Source: an optimization exercise on an open RTL-to-GDS flow (aim: small area and a short achievable clock period). Production flows keep margins and buffers that such runs may drop. In this exercise RTL edits were held to simulation tests only and were not proved equivalent to the original. Power figures rest on the tool's default switching activity, not on a simulated workload.

==> flow/design.v (outline; a module is shown in full before it is edited, if it fits) <==
// module sdfm_g_ao22: 3 lines
// module sdfm_hreg: 16 lines
// module sdfm_g_inv: 3 lines
// module sdfm_g_nand2: 3 lines
// module sdfm_g_nand3: 3 lines
// module sdfm_g_nand4: 3 lines
// module sdfm_g_nor2: 3 lines
// module sdfm_g_aoi222: 3 lines
// module sdfm_g_aoi22: 3 lines
// module sdfm_g_o31a: 3 lines
// module sdfm_g_o41a: 3 lines
// module sdfm_g_and2: 3 lines
// module sdfm_g_o21a: 3 lines
// module sdfm_read_mux: 709 lines
// module sdfm_regmap: 144 lines
module sdfm_regmap
(
  input  logic                    SYSCLK,
  input  logic                    SYSRSTn,
  input  logic [16-1:0] addr,
  input  logic                    wr,
  input  logic                    rd,
  input  logic [32-1:0]  wdata,
  output logic [32-1:0]  rdata,    
  input  logic [63:0]             filt_data_out,
  input  logic [1:0]              filt_data_update,
  input  logic [63:0]             comp_data_out,
  input  logic [1:0]              comp_data_update,
  input  logic [1:0]              comp_data_low,
  input  logic [1:0]              comp_data_high,
  output logic                    reg_rsten,
  output logic                    reg_clken,
  output logic [15:0]             reg_filtdec,
  output logic [3:0]              reg_filtmode,
  output logic [7:0]              reg_filtdiv,
  output logic [1:0]              reg_filten,
  output logic [1:0]              reg_filtask,
  output logic [3:0]              reg_filtst,
  output logic [9:0]              reg_filtsh,
  output logic [15:0]             reg_compdec,
  output logic [3:0]              reg_compmode,
  output logic [7:0]              reg_compdiv,
  output logic [1:0]              reg_compen,
  output logic [1:0]              reg_compsen,
  output logic [3:0]              reg_compst,
  output logic [1:0]              reg_compilen,
  output logic [1:0]              reg_compihen,
  output logic [1:0]              reg_complclrflg,
  output logic [1:0]              reg_comphclrflg,
  output logic [63:0]             reg_compltrd,
  output logic [63:0]             reg_comphtrd,
  output logic                    irq
);
  // ...
==> flow/flow/run.sh <==
#!/bin/bash
# standard layout with plain buf_1 port buffers and a lighter clock tree
set -euo pipefail
export BUFFER_PORTS_ARGS="-buffer_cell sky130_fd_sc_hd__buf_1"
export CTS_ARGS="-sink_clustering_enable -repair_clock_nets -dont_use_dummy_load -buf_list sky130_fd_sc_hd__clkbuf_8 -sink_clustering_size 16 -sink_clustering_max_diameter 50"
bash standard.sh > standard.log 2>&1
==> flow/standard.sh <==
#!/bin/bash
# synth_recipe.tcl (not shown) runs the flow's synth.tcl, then flattens the netlist and writes it again
# the make line also repeats each setting of config.mk as NAME=value (left out here)
make -C /OpenROAD-flow-scripts/flow DESIGN_CONFIG=/design/flow/config.mk WORK_HOME=/design/flow/orfs CLKGATE_MAP_FILE= SYNTH_SCRIPT=/design/flow/synth_recipe.tcl "${@:-finish}"
==> flow/config.mk <==
export PLATFORM = sky130hd
export DESIGN_NAME = sdfm_regmap
export DESIGN_NICKNAME = sdfm_regmap
export VERILOG_FILES = /design/flow/design.v
export SDC_FILE = /design/flow/constraint.sdc
export NUM_CORES = 4
export LEC_CHECK = 0
export CAP_MARGIN = 30
export CORE_MARGIN = 2
export CORE_UTILIZATION = 40
export SETUP_SLACK_MARGIN = 3.0
export SLEW_MARGIN = 40
export SYNTH_HIERARCHICAL = 1
==> flow/constraint.sdc <==
create_clock -name core_clock -period 8.0 [get_ports {SYSCLK}]
set_input_delay 1.6000 -clock core_clock [delete_from_list [all_inputs] [get_ports {SYSCLK}]]
set_output_delay 1.6000 -clock core_clock [all_outputs]
set_load 0.01 [all_outputs]
==> run_results.csv, run 1 <==
group,metric,value,unit
timing,rsz0062_at_grt,"true",
synth,synth-simple-area-share,0.180,
floorplan,rows,65,
routing,drt_first_pass_iters,5,
synth,synth_top_area_frac,0.546,
finish,buffer_area_frac,0.130,
clocking,cts_htree_levels,2,
flow_run,cap_violations,0,
grt,grt_pass1_vias,12900,
floorplan,initial_core_util,0.409,
finish,fin_cells,2235,
routing,via_count,13500,
grt,grt_start_max_net_pins,35,
synth,ys_top_cells_by_area,"dfxtp_1 55%, a22o_1 24%, nand2_1 11%",
power,power_top_consumer,"sequential cells",
synth,avgSynthCellArea,9.90,um^2
timing,finalHoldViolCount,0,
clocking,clockRootBuffer,"clkbuf_8",
clocking,clock_latency,570,ps
timing,maxSlewViolCount,0,
setup_path,worstReg2RegEnd,"irq",
power,p_comb,215,uW
timing,relSlewSlack,0.384,
routing,met3WireLength,6.19,mm
synth,postSynthCellCount,1311,
routing,highest_layer,"met5",
place,placed_area,15600,um^2
setup_path,crit_chain,"buf_2 > inv_1 > nand3_4 > nor2_4 > nand2_1 > nand3_1 > o41a_1 > buf_1",
setup_path,startpoint,"addr[6]",
timing,max_freq,201,MHz
clocking,clockBufferDepth,3,
synth,netlist_area,13000,um^2
setup_path,rrSetupSlack,6990,ps
grt,grt_overflow,0,
routing,avgViaCountPerCell,6.04,
finish,mostFrequentLayoutCell,"buf_1",
run_status,status,"no timing/DRC/antenna violations",
==> run 2: changes to the inputs <==
--- a/flow/config.mk
+++ b/flow/config.mk
@@ -7,7 +7,7 @@
 export LEC_CHECK = 0
-export CAP_MARGIN = 30
+export CAP_MARGIN = 20
 export CORE_MARGIN = 2
 export CORE_UTILIZATION = 40
-export SETUP_SLACK_MARGIN = 3.0
-export SLEW_MARGIN = 40
+export SETUP_SLACK_MARGIN = 3.3
+export SLEW_MARGIN = 20
 export SYNTH_HIERARCHICAL = 1
==> run 2 against run 1 <==
Sequential share of layout area decreased by 1.4 points. Non-clock buffer count grew 26. Setup slack better by 250 ps. Final cell count rose by 1.2%. Worst hold slack got worse by 1.7 ps. Via count hardly changed. Area after synthesis unchanged.
==> run_results.csv, run 2 <==
group,metric,value,unit
setup_path,crit_path_end,"rdata[21]",
timing,max_freq,212,MHz
synth,netlist_area,13000,um^2
finish,fin_cells,2262,
timing,maxSlewViolCount,0,
timing,finalHoldViolCount,0,
setup_path,cp.arrival,3120,ps
setup_path,rrSetupSlack,6910,ps
setup_path,reg2reg_depth,3,
clocking,cts_tree,"built",
clocking,cts_sinks,354,
setup_path,crit_fanout,16,
routing,drt_first_pass_iters,6,
setup_path,startpoint,"addr[6]",
synth,yosysSeqAreaShare,0.546,
setup_path,worstReg2RegEnd,"irq",
routing,avgViaCountPerCell,5.96,
finish,syn_to_final_growth,30.1,%
synth,synth_seq_cells,354,
setup_path,critPathTopFamily,"simple AND/OR/NAND/NOR gates",
setup_path,cp-start-kind,"primary input",
finish,stdcell_area,16900,um^2
clocking,clockBufferDepth,3,
setup_path,critical-path-max-stage-delay,230,ps
clocking,cts_htree_levels,2,
synth,ys.warnings.count,14,
routing,wire_per_inst,26.1,um
routing,drt-initial-drc-count,972,
finish,final_nets,2048,
synth,postSynthCellCount,1311,
grt,grt_overflow,0,
hold_path,hp-class,"reg2reg",
flow_run,cap_violations,0,
floorplan,rows,65,
grt,antenna_found_initial,2,
setup_path,crit_path_end_kind,"output port",
timing,period_share,0.590,
setup_path,crit_chain,"clkbuf_4 > inv_4 > nand3_4 > nor2_2 > buf_6 > nand2_1 > nand4_1 > o31a_1 > buf_1",
place,port_buffers,440,
power,seqPwrFrac,0.589,
power,p_leak,0.00634,uW
clocking,clockRootBuffer,"clkbuf_8",
floorplan,dieHeight,184,um
power,p_int,2310,uW
setup_path,critical_path_required,6400,ps
timing,tightest_slew,1110,ps
synth,avgSynthCellArea,9.90,um^2
timing,clock_skew,23.5,ps
clocking,clkSlewWorstSetupHoldPaths,60,ps
timing,setup_viol_count_final,0,
setup_path,r2r_start,"g_ch[0].u_cparm.q[19]",
place,place.gp.congestion,0.915,
synth,postSynth.topFlopCell,"dfxtp_1",
clocking,cts_buffers,39,
synth,synth_edf_count,0,
floorplan,fp.coreArea,31700,um^2
run_status,status,"no timing/DRC/antenna violations",
floorplan,initial_core_util,0.409,
routing,drc,0,
synth,netlist-cell-type-count,30,
routing,routed_wirelength,59.1,mm
timing,relSlewSlack,0.257,
place,dp_hpwl,40.0,mm
finish,final_cell_mix,"425 x buf_1, 361 x nand2_1, 355 x a22o_1",
synth,ys_top_cells_by_area,"dfxtp_1 55%, a22o_1 24%, nand2_1 11%",
power,clock_power_share,0.339,
power,switchingPower,784,uW
timing,rsz0062_at_grt,"true",
grt,grt_start_max_net_pins,33,
synth,post-synth-top-count-cell,"nand2_1",
setup_path,slowest_stage,"nand4_1",
clocking,clock_latency,590,ps
floorplan,die-area,33900,um^2
setup_path,worst-setup-path-type,"in2out",
setup_path,crit_buf_inv,4,
grt,track_usage,0.334,
timing,whs,470,ps
synth,synth_area_leader_cell,"dfxtp_1",
power,switching_share,0.253,
synth,async_reset_ff_frac,0,
finish,drive_above_1_share,0.103,
setup_path,cp.depth,9,
finish,mostFrequentLayoutCell,"buf_1",
routing,via_count,13500,
place,dpl.cell_count,2179,
floorplan,die_w,184,um
finish,fill_cells,3053,
timing,fin_setup_tns,0,ps
power,ir_worst_vdd,127,uV
synth,synth.top_cells.by_count,"365 x nand2_1, 355 x a22o_1, 354 x dfxtp_1",
routing,ant_nets,0,
synth,syn_nets,1499,
power,pwr_density_cell,184,nW/um^2
grt,grt_pass1_vias,12900,
grt,grt_pass1_wl,84.1,mm
synth,synth_top_area_frac,0.546,
timing,period_minus_slack,4720,ps
floorplan,io_pins,441,
power,power_frac_comb,0.072,
place,placed_area,15500,um^2
==> run 2: worst reg2reg max path: cells and delay by family (launching register included) <==
kind               cells  cell delay (ps)
AOI/OAI and AO/OA      3              600
DFF                    1              350
==> run 2: through the flow <==
step	setup WS (ps)	utilization	power [uW]
3_3_place_gp	2340	0.488	2060
5_1_grt	3290	0.532	3200
3_5_place_dp	2330	0.488	2060
2_1_floorplan	3560	-	1940
6_report	3280	0.532	3100
4_1_cts	3300	0.524	3100
==> run 2: power by group through the flow <==
stage / logic [uW] / registers, uW / clock network [uW]
final: 224 / 1830 / 1050
after global routing: 237 / 1830 / 1130
after CTS: 215 / 1820 / 1060
after floorplan: 82.2 / 1860 / 0
after global placement: 194 / 1860 / 0
after detailed placement: 198 / 1860 / 0
==> run 2: what timing repair did <==
| item | CTS | global route |
|---|---|---|
| resized for setup | 70 | 23 |
| setup buffers | 24 | 17 |
| endpoints found under the setup margin | 32 | 25 |
| pin swaps | 20 | 11 |
| hold buffers | 0 | 0 |
| cloned | 1 | 0 |
==> run 2: kinds of logic (layout without fill, tap and decap cells) <==
group | count (synthesis) | after routing | synth area share
compound gates | 403 | 403 | 0.269
simple gates | 540 | 540 | 0.180
buf+inv | 14 | 561 | 0.00511
other cells | 0 | 2 | 0
flops | 354 | 354 | 0.546
==> run 2: final cells by class <==
| type | count | area (um^2) | share of cell area |
|---|---|---|---|
| Sequential cell | 354 | 7090 | 0.420 |
| Clock buffer | 39 | 537 | 0.0318 |
| Multi-Input combinational cell | 943 | 6210 | 0.368 |
| Tap cell | 402 | 503 | 0.0298 |
| Antenna cell | 2 | 5.00 | 0.000296 |
| Timing Repair Buffer | 513 | 2510 | 0.149 |
| Inverter | 9 | 36.3 | 0.00215 |
==> run 2: per-module statistics from Yosys, one instance, submodules excluded, excerpt <==
module / cell area, um^2 / flops+latches / times used / cells inside
sdfm_g_nand3: 5.00 / 0 / 35 / 1
sdfm_g_o21a: 7.51 / 0 / 7 / 1
sdfm_regmap: 549 / 5 / 1 / 80
sdfm_g_nand2: 3.75 / 0 / 358 / 1
sdfm_g_inv: 3.75 / 0 / 5 / 1
sdfm_g_nand4: 6.26 / 0 / 68 / 1
sdfm_g_o31a: 8.76 / 0 / 18 / 1
sdfm_g_ao22: 8.76 / 0 / 349 / 1
sdfm_g_nor2: 3.75 / 0 / 35 / 1
sdfm_g_o41a: 11.3 / 0 / 7 / 1
==> run 2: worst min path at each step <==
stage,start,end,depth (start not counted)
after floorplan,g_ch[0].u_cdata.q[0],g_ch[0].u_cdata.q[0],1
after global placement,g_ch[0].u_cdata.q[12],g_ch[0].u_cdata.q[12],1
after detailed placement,g_ch[1].u_fdata.q[7],g_ch[1].u_fdata.q[7],1
after CTS,g_ch[1].u_fdata.q[13],g_ch[1].u_fdata.q[13],1
after global routing,g_ch[0].u_cdata.q[3],g_ch[0].u_cdata.q[3],1
final,g_ch[1].u_cdata.q[7],g_ch[1].u_cdata.q[7],1
==> run 2: layer usage <==
| metal | vias up | global-route usage | share of wire |
|---|---|---|---|
| met5 | - | 0 | 0.00015 |
| met4 | 2 | 0.138 | 0.041 |
| met3 | 112 | 0.0820 | 0.094 |
| met2 | 720 | 0.568 | 0.48 |
| met1 | 6616 | 0.404 | 0.39 |
| li1 | 6042 | - | - |
==> run 3: changes to the inputs <==
--- a/flow/config.mk
+++ b/flow/config.mk
@@ -9,3 +9,4 @@
 export CORE_MARGIN = 2
-export CORE_UTILIZATION = 40
+export CORE_UTILIZATION = 65
+export PLACE_DENSITY = 0.75
 export SETUP_SLACK_MARGIN = 3.3
==> run 3 against run 2 <==
Still clean on timing, DRC and antenna. Worst hold slack better by 7.5 ps. Count of clock-buffer cells in the layout shrank 8. Final cell count decreased by 7.6%. Critical path type unchanged.
==> run_results.csv, run 3 <==
group,metric,value,unit
run_status,status,"no timing/DRC/antenna violations",
grt,grt_pass1_wl,77.2,mm
power,ir_worst_vdd,147,uV
setup_path,critical-path-max-stage-delay,510,ps
flow_run,cap_violations,0,
setup_path,cp-start-kind,"primary input",
timing,maxSlewViolCount,0,
finish,final_nets,2011,
setup_path,critical_path_required,6400,ps
setup_path,cp.arrival,3160,ps
finish,seqCellArea,7090,um^2
clocking,cts_htree_levels,1,
hold_path,hp-class,"reg2reg",
setup_path,crit_path_end_kind,"output port",
timing,clock_skew,26.7,ps
setup_path,crit_fanout,16,
timing,max_freq,210,MHz
power,p_int,2220,uW
clocking,cts_tree,"built",
synth,synth_seq_cells,354,
synth,ys.warnings.count,14,
synth,synth_area_leader_cell,"dfxtp_1",
synth,yosysSeqAreaShare,0.546,
synth,netlist-cell-type-count,30,
floorplan,dieHeight,145,um
setup_path,worst-setup-path-type,"in2out",
timing,fin_ws,3240,ps
timing,tightest_slew,1220,ps
timing,setup_viol_count_final,0,
finish,syn_to_final_growth,24.2,%
timing,fin_setup_tns,0,ps
synth,ys_top_cells_by_area,"dfxtp_1 55%, a22o_1 24%, nand2_1 11%",
synth,avgSynthCellArea,9.90,um^2
synth,synth_top_area_frac,0.546,
grt,track_usage,0.465,
timing,relSlewSlack,0.186,
finish,multi_input_area,6100,um^2
routing,drt-initial-drc-count,1778,
place,port_buffers,440,
synth,postSynth.topFlopCell,"dfxtp_1",
power,pwr_density_cell,182,nW/um^2
floorplan,initial_core_util,0.665,
finish,fin_cells,2089,
timing,period_share,0.595,
place,dpl.cell_count,2044,
finish,drive_above_1_share,0.0736,
place,place.gp.congestion,0.959,
routing,routed_wirelength,52.6,mm
clocking,cts_buffers,31,
grt,grt_overflow,0,
grt,antenna_found_initial,3,
routing,ant_nets,0,
synth,netlist_area,13000,um^2
power,p_leak,0.00605,uW
clocking,clock_latency,620,ps
power,switchingPower,721,uW
synth,async_reset_ff_frac,0,
grt,grt_start_max_net_pins,33,
routing,drc,0,
timing,finalHoldViolCount,0,
synth,syn_nets,1499,
finish,stdcell_area,16100,um^2
floorplan,die-area,21100,um^2
finish,final_cell_mix,"434 x buf_1, 361 x nand2_1, 355 x a22o_1",
routing,avgViaCountPerCell,6.78,
routing,via_count,14200,
timing,period_minus_slack,4760,ps
grt,grt_pass1_vias,13500,
setup_path,slowest_stage,"o41a_1",
timing,rsz0062_at_grt,"true",
routing,wire_per_inst,25.2,um
clocking,clkSlewWorstSetupHoldPaths,60,ps
clocking,clockBufferDepth,3,
clocking,clockRootBuffer,"clkbuf_8",
synth,post-synth-top-count-cell,"nand2_1",
floorplan,fp.coreArea,19500,um^2
finish,mostFrequentLayoutCell,"buf_1",
place,placed_area,15300,um^2
synth,synth_edf_count,0,
power,seqPwrFrac,0.621,
floorplan,rows,51,
clocking,cts_sinks,354,
setup_path,crit_chain,"buf_4 > inv_1 > nand3_2 > nor2_1 > buf_6 > nand2_1 > nand3_1 > o41a_1 > clkbuf_2",
power,clock_power_share,0.308,
place,dp_hpwl,35.3,mm
place,dp_slack,2330,ps
synth,postSynthCellCount,1311,
synth,synth.top_cells.by_count,"365 x nand2_1, 355 x a22o_1, 354 x dfxtp_1",
power,switching_share,0.245,
floorplan,io_pins,441,
floorplan,die_w,145,um
finish,fill_cells,1319,
routing,drt_first_pass_iters,6,
power,power_frac_comb,0.071,
run 3: cell counts after synthesis:
No cell type changed its count.
run 3: worst paths after layout:
path	from	to	slack, ps	cells past startpoint
min reg2reg	g_ch[0].u_fdata.q[9]	g_ch[0].u_fdata.q[9]	480	1
max reg2reg	g_ch[0].u_cparm.q[19]	irq	6920	3
max	addr[4]	rdata[8]	3240	9
min	g_ch[0].u_fdata.q[9]	g_ch[0].u_fdata.q[9]	480	1
run 3: Yosys stat by module (local to each module, per instance), a selection:
module	times used	area (um^2)
sdfm_g_nand4	68	6.26
sdfm_g_inv	5	3.75
sdfm_g_nand2	358	3.75
sdfm_regmap	1	549
sdfm_g_ao22	349	8.76
sdfm_g_o41a	7	11.3
sdfm_g_nor2	35	3.75
sdfm_g_nand3	35	5.00
sdfm_g_o21a	7	7.51
sdfm_g_o31a	18	8.76
run 3: cell type report:
type | instances | area share
Multi-Input combinational cell | 943 | 0.379
Clock buffer | 31 | 0.0265
Inverter | 9 | 0.00233
Timing Repair Buffer | 484 | 0.132
Antenna cell | 3 | 0.000466
Sequential cell | 354 | 0.440
Tap cell | 265 | 0.0206
run 3: worst max-delay path, delay by kind of cell:
kind / cells / cell delay, ps
AO/OA/AOI/OAI: 1 / 510
buffers and inverters: 4 / 640
AND/OR/NAND/NOR: 4 / 420
run 3: layer usage:
metal  up-vias  global-route usage  share of wire
met3       302               0.104           0.14
met2      1292               0.739           0.45
li1       5973                   -              -
met5         -                   0        0.00021
met4         2               0.332          0.088
met1      6602               0.558           0.33
run 3: logic make-up after synthesis:
| kind of cell | after synthesis | synth area share |
|---|---|---|
| and+or+nand+nor | 540 | 0.180 |
| AOI/OAI and AO/OA | 403 | 0.269 |
| DFF | 354 | 0.546 |
| buffers and inverters | 14 | 0.00511 |
run 3: power by group through the flow:
stage | registers, uW | logic, uW | clock network [uW]
after floorplan | 1860 | 82.2 | 0
after global placement | 1860 | 183 | 0
after detailed placement | 1860 | 187 | 0
after CTS | 1820 | 193 | 889
after global routing | 1830 | 216 | 965
final | 1820 | 209 | 903
run 3: per-stage QoR:
| stage | power (uW) | util | hold slack, ps |
|---|---|---|---|
| 3_5_place_dp | 2050 | 0.783 | 453 |
| 3_3_place_gp | 2050 | 0.783 | 451 |
| 4_1_cts | 2900 | 0.811 | 474 |
| 5_1_grt | 3010 | 0.825 | 481 |
| 6_report | 2940 | 0.825 | 477 |
| 2_1_floorplan | 1940 | - | 439 |
run 3: timing repair:
item,4_1_cts,5_1_grt
pin swaps,1,11
hold buffers,0,0
endpoints found under the setup margin,32,30
gates resized for setup,37,33
setup buffers,0,10
==> run 4: changes to the inputs <==
--- a/flow/config.mk
+++ b/flow/config.mk
@@ -11,3 +11,3 @@
 export PLACE_DENSITY = 0.75
-export SETUP_SLACK_MARGIN = 3.3
+export SETUP_SLACK_MARGIN = 3.1
 export SLEW_MARGIN = 20
==> run 4 against run 3 <==
Still clean on timing, DRC and antenna. Final area fell by 1.4%. Combinational power down 3%. Via count is 2.1% lower. Non-clock buffer count decreased by 8.
==> run_results.csv, run 4 <==
group,metric,value,unit
setup_path,critical-path-max-stage-delay,790,ps
grt,grt_pass1_wl,76.8,mm
timing,clock_skew,25.6,ps
timing,finalHoldViolCount,0,
routing,wire_per_inst,24.9,um
finish,final_cell_mix,"436 x buf_1, 362 x nand2_1, 355 x a22o_1",
timing,relSlewSlack,0.279,
synth,ys_top_cells_by_area,"dfxtp_1 55%, a22o_1 24%, nand2_1 11%",
routing,avgViaCountPerCell,6.65,
floorplan,fp.coreArea,19500,um^2
place,placed_area,15300,um^2
synth,syn_nets,1499,
grt,grt_start_max_net_pins,33,
synth,yosysSeqAreaShare,0.546,
setup_path,crit_path_end_kind,"output port",
synth,post-synth-top-count-cell,"nand2_1",
clocking,clockRootBuffer,"clkbuf_8",
timing,rsz0062_at_grt,"true",
synth,postSynth.topFlopCell,"dfxtp_1",
timing,setup_viol_count_final,0,
synth,synth_area_leader_cell,"dfxtp_1",
place,place.gp.congestion,0.966,
power,ir_worst_vdd,122,uV
synth,netlist-cell-type-count,30,
clocking,clock_latency,600,ps
synth,synth.top_cells.by_count,"365 x nand2_1, 355 x a22o_1, 354 x dfxtp_1",
setup_path,worst-setup-path-type,"in2out",
routing,drt_first_pass_iters,6,
grt,antenna_found_initial,7,
power,p_leak,0.00594,uW
flow_run,cap_violations,0,
synth,avgSynthCellArea,9.90,um^2
run_status,status,"no timing/DRC/antenna violations",
synth,synth_seq_cells,354,
finish,fin_util,0.814,
place,dp_hpwl,35.0,mm
finish,final_nets,2003,
setup_path,crit_chain,"buf_1 > nor2_1 > nand4_1 > nor2_1 > o31a_1 > buf_1",
place,port_buffers,440,
floorplan,dieHeight,145,um
clocking,clkSlewWorstSetupHoldPaths,70,ps
timing,maxSlewViolCount,0,
finish,stdcell_area,15900,um^2
setup_path,startpoint,"addr[0]",
synth,synth_top_area_frac,0.546,
routing,routed_wirelength,52.0,mm
timing,period_share,0.627,
finish,fill_cells,1371,
finish,mostFrequentLayoutCell,"buf_1",
routing,drt-initial-drc-count,1516,
clocking,cts_sinks,354,
clocking,cts_htree_levels,1,
floorplan,die-area,21100,um^2
clocking,holdBufCountCts,0,
setup_path,slowest_stage,"nor2_1",
routing,drc,0,
timing,max_freq,199,MHz
synth,async_reset_ff_frac,0,
timing,fin_setup_tns,0,ps
timing,period_minus_slack,5010,ps
routing,ant_nets,0,
grt,track_usage,0.466,
synth,synth_edf_count,0,
clocking,cts_tree,"built",
clocking,cts_buffers,31,
setup_path,critical_path_required,6400,ps
finish,syn_to_final_growth,22.5,%
grt,grt_overflow,0,
floorplan,die_w,145,um
synth,postSynthCellCount,1311,
setup_path,r2r_start,"g_ch[0].u_cparm.q[19]",
hold_path,hp-class,"reg2reg",
routing,via_count,13900,
floorplan,rows,51,
floorplan,initial_core_util,0.665,
setup_path,crit_fanout,8,
timing,tightest_slew,1080,ps
setup_path,cp.arrival,3410,ps
hold_path,min_from,"g_ch[0].u_cdata.q[17]",
setup_path,cp-start-kind,"primary input",
synth,netlist_area,13000,um^2
grt,grt_pass1_vias,13100,
finish,drive_above_1_share,0.0601,
synth,ys.warnings.count,14,
clocking,clockBufferDepth,3,
floorplan,io_pins,441,
power,pwr_density_cell,184,nW/um^2
run 4: cell types whose count changed in the layout (fill, tap and decap cells not counted), moves of 2 or more:
cell and change:
buf_4 +4, nand2_4 -2, nand3_1 +5, inv_1 +3, nor2_4 -2, nor2_2 -4
inv_2 -2, nand3_2 -5, buf_6 -12, buf_1 +2, nor2_1 +6, buf_12 -3
diode_2 +3
run 4: final timing paths:
check | slack (ps) | endpoint | cells after the start
worst max-delay path | 2990 | rdata[29] | 6
worst min-delay path | 470 | g_ch[0].u_cdata.q[17] | 1
worst max register to register | 6850 | irq | 3
worst min register to register | 470 | g_ch[0].u_cdata.q[17] | 1
run 4: through the flow:
step,setup slack (ps),instances,power [uW],hold slack [ps]
2_1_floorplan,3120,1311,1940,439
3_3_place_gp,2550,2044,2040,451
3_5_place_dp,2500,2044,2050,453
4_1_cts,3090,2075,2900,476
5_1_grt,3000,2083,2990,490
6_report,2990,2084,2920,475
run 4: critical path, delay by kind of cell:
kind,cells,cell delay (ps)
simple gates,3,1170
compound gates,1,370
buf+inv,2,280
run 4: power breakdown:
group          switching [uW]  internal (uW)
combinational             134           68.4
sequential               23.3           1800
clock                     554            343
run 4: logic make-up after synthesis:
family	Yosys count	synth area share
buf+inv	14	0.00511
flops	354	0.546
compound gates	403	0.269
simple gates	540	0.180
run 4: routing by layer:
layer,part of all wire,routed length [um],global-route usage,up-vias
li1,-,-,-,5963
met1,0.34,17700,0.569,6440
met5,0.00025,13,0,-
met2,0.45,23300,0.731,1202
met3,0.13,6620,0.110,260
met4,0.084,4390,0.322,2
run 4: cell type report:
type                            count  area, um^2  area share
Antenna cell                        6        15.0    0.000945
Clock buffer                       31         427      0.0268
Inverter                            9        33.8     0.00213
Multi-Input combinational cell    943        6030       0.379
Sequential cell                   354        7090       0.446
Tap cell                          265         332      0.0209
Timing Repair Buffer              476        1970       0.124
run 4: Yosys stat by module (local to each module, per instance), a selection:
module / cells inside / flip-flops and latches / times used
sdfm_g_o31a: 1 / 0 / 18
sdfm_g_o21a: 1 / 0 / 7
sdfm_g_nand4: 1 / 0 / 68
sdfm_g_nand3: 1 / 0 / 35
sdfm_g_inv: 1 / 0 / 5
sdfm_g_nor2: 1 / 0 / 35
sdfm_g_nand2: 1 / 0 / 358
run 4: timing repair:
| item | CTS | global route |
|---|---|---|
| setup endpoints to repair | 32 | 29 |
| resized for setup | 18 | 11 |
| buffers inserted | 0 | 1 |
| gates cloned | 0 | 0 |
==> run 5: changes to the inputs <==
==> flow/flow/run.sh (replaced) <==
#!/bin/bash
# standard layout with plain buf_1 port buffers and a lighter clock tree
set -euo pipefail
export BUFFER_PORTS_ARGS="-buffer_cell sky130_fd_sc_hd__buf_1"
export CTS_ARGS="-sink_clustering_enable -repair_clock_nets -dont_use_dummy_load -buf_list sky130_fd_sc_hd__clkbuf_16 -sink_clustering_size 30 -sink_clustering_max_diameter 80"
bash standard.sh > standard.log 2>&1
--- a/flow/config.mk
+++ b/flow/config.mk
@@ -11,3 +11,3 @@
 export PLACE_DENSITY = 0.75
-export SETUP_SLACK_MARGIN = 3.1
+export SETUP_SLACK_MARGIN = 3.3
 export SLEW_MARGIN = 20
==> run 5 against run 4 <==
Final area is 1.6% higher. Clock skew fell by 23 ps. Setup slack gained 190 ps. First-iteration DRC count rose by 31%. Sequential power barely moved. Register-to-register slack improved by 70 ps. Clock power is 3.3% lower. Critical path type unchanged. Critical endpoint is now rdata[21].
==> run_results.csv, run 5 <==
group,metric,value,unit
synth,synth_area_leader_cell,"dfxtp_1",
setup_path,startpoint,"addr[0]",
timing,finalHoldViolCount,0,
clocking,clkSlewWorstSetupHoldPaths,100,ps
finish,final_nets,2007,
timing,rsz0062_at_grt,"true",
synth,synthAdderAreaFrac,0,
power,total_power,2900,uW
timing,max_freq,207,MHz
power,ir_worst_vdd,187,uV
finish,fin_util,0.827,
routing,wire_per_inst,25.3,um
finish,final_cell_mix,"434 x buf_1, 361 x nand2_1, 355 x a22o_1",
setup_path,critical-path-max-stage-delay,640,ps
grt,grt_overflow,0,
synth,synth_mux_area_frac,0,
timing,tightest_slew,1200,ps
timing,period_minus_slack,4830,ps
timing,period_share,0.603,
synth,synth_xor_area_frac,0,
floorplan,die_w,145,um
clocking,clock_latency,510,ps
hold_path,min_from,"g_ch[0].u_fdata.q[23]",
synth,synth_seq_cells,354,
finish,stdcell_area,16100,um^2
timing,relSlewSlack,0.202,
routing,via_count,14200,
power,switchingPower,687,uW
floorplan,fp.coreArea,19500,um^2
power,pwr_density_cell,180,nW/um^2
routing,avgViaCountPerCell,6.82,
place,dp_hpwl,35.3,mm
grt,grt_start_max_net_pins,33,
hold_path,hp-class,"reg2reg",
timing,maxSlewViolCount,0,
synth,netlist_area,13000,um^2
run_status,status,"no timing/DRC/antenna violations",
synth,synth.top_cells.by_count,"365 x nand2_1, 355 x a22o_1, 354 x dfxtp_1",
synth,synth_edf_count,0,
setup_path,crit_fanout,8,
setup_path,crit_chain,"buf_1 > nor2_1 > nand4_1 > nor2_2 > o31a_1 > buf_1",
setup_path,worst-setup-path-type,"in2out",
grt,antenna_found_initial,4,
finish,drive_above_1_share,0.0704,
synth,synth-simple-area-share,0.180,
synth,yosysSeqAreaShare,0.546,
synth,synth_top_family_by_area,"compound AO/OA/AOI/OAI gates",
grt,track_usage,0.463,
synth,ys.warnings.count,14,
power,switching_share,0.237,
clocking,cts_htree_levels,1,
place,port_buffers,440,
floorplan,initial_core_util,0.665,
floorplan,io_pins,441,
clocking,clockRootBuffer,"clkbuf_16",
floorplan,die-area,21100,um^2
synth,syn_nets,1499,
flow_run,cap_violations,0,
power,clock_power_share,0.299,
place,place.gp.congestion,0.959,
power,p_leak,0.00606,uW
timing,clock_skew,3.05,ps
finish,syn_to_final_growth,24.5,%
setup_path,r2r_start,"g_ch[0].u_cparm.q[19]",
routing,drc,0,
floorplan,dieHeight,145,um
power,p_int,2220,uW
setup_path,crit_path_end_kind,"output port",
clocking,cts_sinks,354,
routing,drt-initial-drc-count,1990,
finish,mostFrequentLayoutCell,"buf_1",
synth,post-synth-top-count-cell,"nand2_1",
timing,fin_setup_tns,0,ps
timing,fin_ws,3170,ps
synth,synth_compound_area_frac,0.269,
setup_path,crit_top_cell,"buf_1",
synth,netlist-cell-type-count,30,
floorplan,rows,51,
setup_path,slowest_stage,"nor2_2",
timing,setup_viol_count_final,0,
synth,ys_top_cells_by_area,"dfxtp_1 55%, a22o_1 24%, nand2_1 11%",
grt,grt_pass1_vias,13200,
synth,postSynth.topFlopCell,"dfxtp_1",
grt,grt_pass1_wl,76.7,mm
place,dp_slack,2330,ps
clocking,cts_tree,"built",
synth,async_reset_ff_frac,0,
place,placed_area,15300,um^2
synth,postSynthCellCount,1311,
setup_path,cp.arrival,3230,ps
power,power_frac_comb,0.073,
routing,ant_nets,0,
synth,synth_top_area_frac,0.546,
synth,avgSynthCellArea,9.90,um^2
routing,routed_wirelength,52.7,mm
routing,drt_first_pass_iters,5,
setup_path,critical_path_required,6400,ps
power,seqPwrFrac,0.628,
setup_path,cp-start-kind,"primary input",
clocking,clockBufferDepth,3,
clocking,cts_buffers,15,
-- run 5: cell counts after synthesis --
Identical to the previous run, type by type.
-- run 5: power groups by stage --
stage / logic [uW] / registers [uW] / clock network (uW)
detailed placement: 187 / 1860 / 0
global route: 220 / 1830 / 919
CTS: 193 / 1820 / 856
global placement: 183 / 1860 / 0
floorplan: 82.2 / 1860 / 0
finish: 212 / 1820 / 867
-- run 5: final cells by class --
class	instances	area [um^2]
tap	265	332
sequential	354	7090
inverter	9	37.5
timing repair buffer	496	2210
multi-input combinational	943	6090
antenna	5	12.5
clock buffer	15	375
fill	1306	3380
-- run 5: routing by layer --
layer | GRT usage | vias to the layer above | wire length (um)
met5 | 0 | - | 0
met4 | 0.312 | 0 | 4400
met1 | 0.564 | 6695 | 17500
met3 | 0.102 | 283 | 6970
li1 | - | 5980 | -
met2 | 0.737 | 1271 | 23900
-- run 5: timing repair --
action | in CTS | in global routing
pin swaps | 1 | 8
hold buffers | 0 | 0
gates resized for setup | 37 | 26
setup buffers | 0 | 21
hold endpoints to repair | 0 | 0
endpoints found under the setup margin | 32 | 30
cloned | 0 | 1
-- run 5: critical path: cells and delay by family --
family,cells,cell delay [ps]
and+or+nand+nor,3,1100
AOI/OAI and AO/OA,1,260
buffers and inverters,2,260
-- run 5: modules after synthesis, one instance, submodules excluded, a selection --
module / area [um^2] / cells / flops+latches / times used
sdfm_g_nand4: 6.26 / 1 / 0 / 68
sdfm_g_o41a: 11.3 / 1 / 0 / 7
sdfm_g_nand3: 5.00 / 1 / 0 / 35
sdfm_g_nor2: 3.75 / 1 / 0 / 35
sdfm_g_nand2: 3.75 / 1 / 0 / 358
sdfm_g_inv: 3.75 / 1 / 0 / 5
sdfm_g_o21a: 7.51 / 1 / 0 / 7
sdfm_regmap: 549 / 80 / 5 / 1
sdfm_g_ao22: 8.76 / 1 / 0 / 349
sdfm_g_o31a: 8.76 / 1 / 0 / 18
-- run 5: kinds of logic after synthesis --
group | Yosys count
AO/OA/AOI/OAI | 403
buffers and inverters | 14
flip-flops | 354
AND/OR/NAND/NOR | 540
-- run 5: metrics by stage --
stage               hold WS [ps]  std cells
global placement             451       2044
floorplan                    439       1311
detailed placement           453       2044
global route                 492       2083
finish                       482       2087
CTS                          481       2059
-- run 5: worst paths after layout --
check	to	slack [ps]	cells after the start
hold / removal	g_ch[0].u_fdata.q[23]	480	1
setup reg to reg	irq	6920	3
hold reg to reg	g_ch[0].u_fdata.q[23]	480	1
setup / recovery	rdata[21]	3170	6

## static timing again, ports no longer ideal
Ports are ideal in the flow. The routed layouts listed here were re-timed in OpenROAD.
Step 1 (the two cells are an assumption about what drives the block):
set clk [get_ports {SYSCLK}]
set_driving_cell -lib_cell sky130_fd_sc_hd__clkbuf_16 $clk
set_driving_cell -lib_cell sky130_fd_sc_hd__buf_2 [delete_from_list [all_inputs] $clk]
Step 2 also shifts input and output timing later by t, the mid clock arrival at the registers, as if the neighbouring blocks saw the same clock.
Three values: no drivers, after step 1, after step 2; two values: the first two.
| run | shift t [ns] | setup slack, ns | worst setup path after step 2 | worst data-port slew with drivers (ns) |
|---|---|---|---|---|
| run 1 | 0.590 | 3.028 / 2.939 / 2.930 | input to register | 0.11 |
| run 2 | 0.609 | 3.277 / 3.229 / 3.229 | input to output | 0.09 |
| run 3 | 0.645 | 3.239 / 3.149 / 3.149 | input to output | 0.09 |
| run 4 | 0.637 | 2.985 / 2.941 / 2.941 | input to output | 0.10 |
| run 5 | 0.555 | 3.174 / 3.136 / 3.136 | input to output | 0.13 |
After both steps setup and hold are still met in every run listed. The setup slack of run 1, which loses most, moves by -0.089 ns with the drivers and by -0.098 ns with both steps.
